This design comes from an exercise in tuning for small area and a short achievable clock period on the open sky130 flow, not from production work.
The RTL was checked by simulation tests, not by an equivalence proof against the original design.
Power and IR drop assume default switching activity.

<file path="flow/design.v">
module ibexc_data_tag_bridge #(
    parameter logic [31:0] TagBase        = 32'h2001_0000,
    parameter int          NumGranules    = 2048,
    parameter int          MaxOutstanding = 2
) (
    input  logic        clk_i,
    input  logic        rst_ni,
    input  logic        core_req_i,
    output logic        core_gnt_o,
    output logic        core_rvalid_o,
    input  logic        core_we_i,
    input  logic [3:0]  core_be_i,
    input  logic [31:0] core_addr_i,
    input  logic [32:0] core_wdata_i,
    input  logic        core_is_cap_i,
    output logic [32:0] core_rdata_o,
    output logic        core_err_o,
    output logic        bus_req_o,
    input  logic        bus_gnt_i,
    input  logic        bus_rvalid_i,
    output logic        bus_we_o,
    output logic [3:0]  bus_be_o,
    output logic [31:0] bus_addr_o,
    output logic [31:0] bus_wdata_o,
    input  logic [31:0] bus_rdata_i,
    input  logic        bus_err_i,
    output logic        protocol_err_o
);
    localparam int IdxW  = $clog2(NumGranules);    
    localparam int ColW  = 4;
    localparam int RowW  = IdxW - ColW;            
    localparam int NCol  = 1 << ColW;              
    localparam int NRow  = 1 << RowW;              
    localparam int RegW  = IdxW + 3;               
    localparam int BnkW  = 3;
    localparam int NBnk  = 1 << BnkW;              
    localparam int BRow  = NRow / NBnk;            
    logic            ne_q;       
    logic            full_q;     
    logic            rd_q;       
    logic            wr_q;       
    logic            perr_q;
    logic            clr_q;      
    logic            pol_q;      
    logic [RowW-1:0] row_q   [2];
    logic [ColW-1:0] col_q   [2];
    logic            wr_en_q [2];    
    logic            wval_q  [2];    
    logic            rd_en_q [2];    
    logic            rflag_q [2];    
    logic [NCol-1:0] rowv_q  [2];    
    logic push, pop;
    assign push = bus_gnt_i & ~full_q;
    assign pop  = bus_rvalid_i & ne_q;
    assign bus_req_o   = core_req_i & ~full_q;
    assign core_gnt_o  = push;
    assign bus_we_o    = core_we_i;
    assign bus_be_o    = core_be_i;
    assign bus_addr_o  = core_addr_i;
    assign bus_wdata_o = core_wdata_i[31:0];
    logic            h_wr, h_wval, h_rflag;
    logic [RowW-1:0] h_row;
    logic [ColW-1:0] h_col;
    logic [NCol-1:0] h_rowv;
    logic [RowW-1:0] hrown_q;      
    assign h_wr    = rd_q ? wr_en_q[1] : wr_en_q[0];
    assign h_wval  = rd_q ? wval_q[1]  : wval_q[0];
    assign h_rflag = rd_q ? rflag_q[1] : rflag_q[0];
    assign h_row   = rd_q ? row_q[1]   : row_q[0];
    assign h_col   = rd_q ? col_q[1]   : col_q[0];
    assign h_rowv  = rd_q ? rowv_q[1]  : rowv_q[0];
    assign core_rvalid_o      = pop;
    assign core_err_o         = pop & bus_err_i;
    assign core_rdata_o[31:0] = rst_ni ? bus_rdata_i : 32'h0;
    assign core_rdata_o[32]   = pop & ~bus_err_i & h_rflag;
    assign protocol_err_o     = perr_q;
    logic wcommit;
    assign wcommit = pop & ~bus_err_i & h_wr;
    logic [NCol-1:0] h_rownew;
    always_comb begin
        for (int c = 0; c < NCol; c++)
            h_rownew[c] = (h_col == c) ? h_wval : h_rowv[c];
    end
    logic            n_in_region;
    logic [RowW-1:0] n_row;
    logic [ColW-1:0] n_col;
    assign n_in_region = (core_addr_i[31:RegW] == TagBase[31:RegW]);
    assign n_row       = core_addr_i[RegW-1:3+ColW];
    assign n_col       = core_addr_i[ColW+2:3];
    logic [NCol-1:0] tags_q [NRow];
    logic [NRow-1:0] rrow;
    logic [NCol-1:0] bankrd [NBnk];
    logic [NCol-1:0] rowrd;
    always_comb begin
        for (int r = 0; r < NRow; r++) rrow[r] = (n_row == r);
        for (int b = 0; b < NBnk; b++) begin
            bankrd[b] = '0;
            for (int i = 0; i < BRow; i++)
                bankrd[b] = bankrd[b] | (tags_q[b*BRow+i] & {NCol{rrow[b*BRow+i]}});
        end
        rowrd = '0;
        for (int b = 0; b < NBnk; b++) rowrd = rowrd | bankrd[b];
        rowrd = rowrd ^ {NCol{pol_q}};
    end
    logic            n_same;
    logic [NCol-1:0] n_rowv;
    logic            n_tag;
    assign n_same = wcommit & (h_row == n_row);
    assign n_rowv = clr_q ? '0 : (n_same ? h_rownew : rowrd);
    assign n_tag  = n_rowv[n_col];
    logic [NRow-1:0] wa, wb;
    logic [NCol-1:0] wd;
    logic [NCol-1:0] wy [NBnk];
    logic [NBnk-1:0] wany;
    always_comb begin
        for (int r = 0; r < NRow; r++) begin
            wa[r] = clr_q | (wcommit & (h_row == r));
            wb[r] = ~clr_q & (hrown_q != ~r[RowW-1:0]);
        end
    end
    assign wd = ~((clr_q ? '0 : h_rownew) ^ {NCol{~pol_q}});
    always_comb begin
        for (int b = 0; b < NBnk; b++) begin
            wany[b] = clr_q | (wcommit & (h_row[RowW-1:RowW-BnkW] == b));
            wy[b]   = wany[b] ? wd : '1;
        end
    end
    always_ff @(posedge clk_i) begin
        for (int r = 0; r < NRow; r++) begin
            tags_q[r] <= ~((tags_q[r] | {NCol{wa[r]}}) & ({NCol{wb[r]}} | wy[r/BRow]));
        end
    end
    always_ff @(posedge clk_i) begin
        for (int k = 0; k < 2; k++) begin
            if (push && (wr_q == (k == 1))) begin
                row_q[k]   <= n_row;
                col_q[k]   <= n_col;
                wr_en_q[k] <= core_we_i & n_in_region;
                wval_q[k]  <= core_is_cap_i & core_wdata_i[32];
                rd_en_q[k] <= ~core_we_i & core_is_cap_i & n_in_region;
                rflag_q[k] <= ~core_we_i & core_is_cap_i & n_in_region & n_tag;
                rowv_q[k]  <= n_rowv;
            end else if (wcommit && (row_q[k] == h_row)) begin
                rowv_q[k]  <= h_rownew;
                if (col_q[k] == h_col) rflag_q[k] <= rd_en_q[k] & h_wval;
            end
        end
    end
    logic rd_next;
    assign rd_next = rd_q ^ pop;
    always_ff @(posedge clk_i) begin
        if (push && (wr_q == rd_next)) hrown_q <= ~n_row;
        else                           hrown_q <= ~(rd_next ? row_q[1] : row_q[0]);
    end
    always_ff @(posedge clk_i or negedge rst_ni) begin
        if (!rst_ni) begin
            ne_q   <= 1'b0;
            full_q <= 1'b0;
            rd_q   <= 1'b0;
            wr_q   <= 1'b0;
            perr_q <= 1'b0;
        end else begin
            if (push) wr_q <= ~wr_q;
            if (pop)  rd_q <= ~rd_q;
            case ({push, pop})
                2'b10: begin
                    ne_q   <= 1'b1;
                    full_q <= ne_q;
                end
                2'b01: begin
                    ne_q   <= full_q;
                    full_q <= 1'b0;
                end
                default: ;
            endcase
            if (bus_rvalid_i && !ne_q) perr_q <= 1'b1;
        end
    end
    always_ff @(posedge clk_i or negedge rst_ni) begin
        if (!rst_ni) clr_q <= 1'b1;
        else         clr_q <= 1'b0;
    end
    always_ff @(posedge clk_i or negedge rst_ni) begin
        if (!rst_ni) pol_q <= 1'b0;
        else         pol_q <= ~pol_q;
    end
endmodule
</file>
<file path="flow/flow/place.tcl">
# Places the tag array's flip-flops, and the gate that drives each one's D,
# on a regular grid and marks them FIRM for global placement: logical row r
# (16 tags) lies along one placement row, rows 0-63 in the left half of the
# core and 64-127 in the right half, one empty placement row between two
# logical rows for the read and decode logic.
set block [ord::get_db_block]
set rowlist {}
foreach row [$block getRows] {
  lappend rowlist [list [[$row getBBox] yMin] $row]
}
set rowlist [lsort -integer -index 0 $rowlist]
set nrows [llength $rowlist]
set core [$block getCoreArea]
set cx0 [$core xMin]
set cx1 [$core xMax]
set site [[lindex $rowlist 0 1] getSite]
set sw [$site getWidth]

set NR 128
set NC 16
set halves 2
set perhalf [expr {$NR / $halves}]
set rowstep 2
set used [expr {$perhalf * $rowstep}]
set rbase [expr {($nrows - $used) / 2}]
if {$rbase < 0} { error "place.tcl: core has $nrows rows, need $used" }
set halfw [expr {($cx1 - $cx0) / $halves}]
set pitch [expr {($halfw / $NC / $sw) * $sw}]

set placed 0
foreach inst [$block getInsts] {
  set name [$inst getName]
  if {![regexp {^tags_q\\?\[(\d+)\\?\]\\?\[(\d+)\\?\]} $name -> r c]} continue
  set h [expr {$r / $perhalf}]
  set lr [expr {$r % $perhalf}]
  set ri [expr {$rbase + $lr * $rowstep}]
  set row [lindex $rowlist $ri 1]
  set y [[$row getBBox] yMin]
  set orient [$row getOrient]
  set x [expr {$cx0 + $h * $halfw + $c * $pitch + 2 * $sw}]
  set x [expr {$cx0 + (($x - $cx0) / $sw) * $sw}]
  $inst setOrient $orient
  $inst setLocation $x $y
  $inst setPlacementStatus FIRM
  incr placed
  # the gate that drives D goes right after the flip-flop
  set dterm [$inst findITerm D]
  if {$dterm eq "NULL" || $dterm eq ""} continue
  set net [$dterm getNet]
  if {$net eq "NULL" || $net eq ""} continue
  foreach it [$net getITerms] {
    if {[$it isOutputSignal]} {
      set g [$it getInst]
      if {[[$g getMaster] getName] eq "sky130_fd_sc_hd__tapvpwrvgnd_1"} continue
      set fw [[$inst getMaster] getWidth]
      $g setOrient $orient
      $g setLocation [expr {$x + $fw}] $y
      $g setPlacementStatus FIRM
      incr placed
    }
  }
}
puts "place.tcl: placed $placed array instances ($nrows rows, pitch $pitch dbu)"
</file>
<file path="flow/flow/unfix.tcl">
# Lets the array instances placed by place.tcl move again (legalization,
# resizing) after global placement.
set block [ord::get_db_block]
set n 0
foreach inst [$block getInsts] {
  if {[$inst getPlacementStatus] eq "FIRM"} {
    $inst setPlacementStatus PLACED
    incr n
  }
}
puts "unfix.tcl: $n instances set to PLACED"
</file>
<file path="flow/config.mk">
export PLATFORM = sky130hd
export DESIGN_NAME = ibexc_data_tag_bridge
export DESIGN_NICKNAME = ibexc_data_tag_bridge
export VERILOG_FILES = /design/flow/design.v
export SDC_FILE = /design/flow/constraint.sdc
export NUM_CORES = 4
export LEC_CHECK = 0
export CAP_MARGIN = 20
export CORE_MARGIN = 2
export CORE_UTILIZATION = 40
export SETUP_SLACK_MARGIN = 2.0
export SLEW_MARGIN = 35
</file>
<file path="flow/standard.sh">
#!/bin/bash
# synth_recipe.tcl (not shown) runs the flow's synth.tcl, then flattens the netlist and writes it again
# the make line also repeats each setting of config.mk as NAME=value (left out here)
make -C /OpenROAD-flow-scripts/flow DESIGN_CONFIG=/design/flow/config.mk WORK_HOME=/design/flow/orfs CLKGATE_MAP_FILE= SYNTH_SCRIPT=/design/flow/synth_recipe.tcl "${@:-finish}"
</file>
<file path="flow/flow/run.sh">
#!/bin/bash
# Standard layout, with the tag array pre-placed on a grid before global
# placement (place.tcl, unfix.tcl) and plain buffers on the ports.
set -o pipefail
here=$(pwd)
export PRE_GLOBAL_PLACE_SKIP_IO_TCL=$here/flow/place.tcl
export PRE_GLOBAL_PLACE_TCL=$here/flow/place.tcl
export POST_GLOBAL_PLACE_TCL=$here/flow/unfix.tcl
export BUFFER_PORTS_ARGS="-buffer_cell sky130_fd_sc_hd__buf_2"
bash standard.sh > standard.log 2>&1
status=$?
cp standard.sh standard.sh.txt 2>/dev/null
exit $status
</file>
<file path="flow/constraint.sdc">
create_clock -name core_clock -period 7.0 [get_ports {clk_i}]
set_input_delay 1.4000 -clock core_clock [delete_from_list [all_inputs] [get_ports {clk_i}]]
set_output_delay 1.4000 -clock core_clock [all_outputs]
set_load 0.01 [all_outputs]
</file>
==> results.txt <==
==> metal layers <==
layer  GRT overflow  global-route usage, %
met5             10                   65.5
met4           1305                   83.7
met3            141                   81.7
met2           3175                   98.2
met1            192                   89.8
==> cell usage after synthesis, drive strengths merged (21+ instances only) <==
library cell / number
a21oi: 211
a22o: 38
a22oi: 381
a31oi: 27
a32o: 31
a32oi: 68
and2: 51
and3: 36
and3b: 47
buf: 357
clkbuf: 552
dfxtp: 2055
edfxtp: 62
mux2: 131
mux2i: 60
nand2: 294
nand2b: 24
nand3: 619
nand3b: 41
nand4: 175
nor2: 251
nor2b: 54
nor3: 42
nor3b: 31
nor4: 92
o211ai: 50
o21ai: 74
o22ai: 2140
o31ai: 21
o32ai: 23
or4: 21
xnor2: 31
==> stage by stage <==
step | hold slack, ns | worst slack, ns | TNS, ns | cells
floorplan | 0.402 | 2.65 | 0 | 8346
global placement | 0.417 | -0.702 | -1.86 | 11500
detailed placement | 0.419 | 0.0348 | 0 | 11500
CTS | 0.427 | 2.00 | 0 | 11900
==> power by group through the flow <==
stage	Sequential [W]	Clock (W)	Combinational (W)
floorplan	0.0186	0	0.00548
global placement	0.0234	0	0.0101
detailed placement	0.0233	0	0.0103
CTS	0.0231	0.0118	0.0105
==> worst max path at each step <==
stage / startpoint / end
after floorplan: core_addr_i[9] / rflag_q[0]
after global placement: core_addr_i[12] / rflag_q[1]
after detailed placement: core_addr_i[13] / rflag_q[1]
after CTS: core_addr_i[7] / rflag_q[1]
==> kinds of logic after synthesis <==
family                   synth area share [%]
multiplexers                             2.57
XOR/XNOR                                0.434
flip-flops                               53.5
buffers and inverters                    5.06
other                                 0.00464
AO/OA/AOI/OAI                            26.1
adder cells (fa/ha/maj)                0.0155
AND/OR/NAND/NOR                          12.3
==> what timing repair did <==
action | in CTS
gates resized for setup | 133
setup buffers | 53
endpoints found under the setup margin | 18
gates cloned | 4
pin swaps | 33
==> results.py <==
metrics = {
    "global_routing": {
        "grt_pass1_wl_um": 1270000,
        "grt_usage_pct": 88.9,
        "grt_pass1_vias": 107000,
        "grt_overflow": 4823,
        "grt_max_degree": 89,
    },
    "synthesis": {
        "synthArstFlopShare_pct": 0.330,
        "ys_ff_latch": 2124,
        "synth_area_leaders": "dfxtp_1 51%, o22ai_1 17%, nand3_1 3.8%",
        "synth_nets": 8456,
        "synth_warnings": 11,
        "synth_edf_count": 62,
        "yosysSeqAreaShare_pct": 53.5,
        "syn-cell-area_um2": 80800,
        "synth_top_cell_by_area": "dfxtp_1",
        "synth_top_cell_area_share_pct": 50.9,
        "syn_area_per_cell_um2": 9.68,
        "ys.flop_type": "dfxtp_1",
        "syn_inst": 8346,
        "synth.distinct_cells": 92,
    },
    "placement": {
        "dpl_cell_area_um2": 94200,
        "hpwlAfterDp_um": 672000,
        "portBuffers": 137,
    },
    "cts": {
        "hold_buffers": 0,
        "htree_num_levels": 4,
        "cts_buffers": 215,
        "cts_buffer_depth": 3,
        "cts_sinks": 2124,
        "root_buffer": "clkbuf_16",
    },
    "floorplan": {
        "ioPinCount": 216,
        "num_rows": 164,
        "initial_core_util_pct": 40.3,
        "die_h_um": 453,
        "die_x_um": 453,
    },
    "outcome": {
        "error_line": "[ERROR GRT-0116] Global routing finished with congestion. Check the congestion regions in the DRC Viewer.",
        "outcome": "did not finish",
        "stop_stage": "5_1_grt",
    },
}
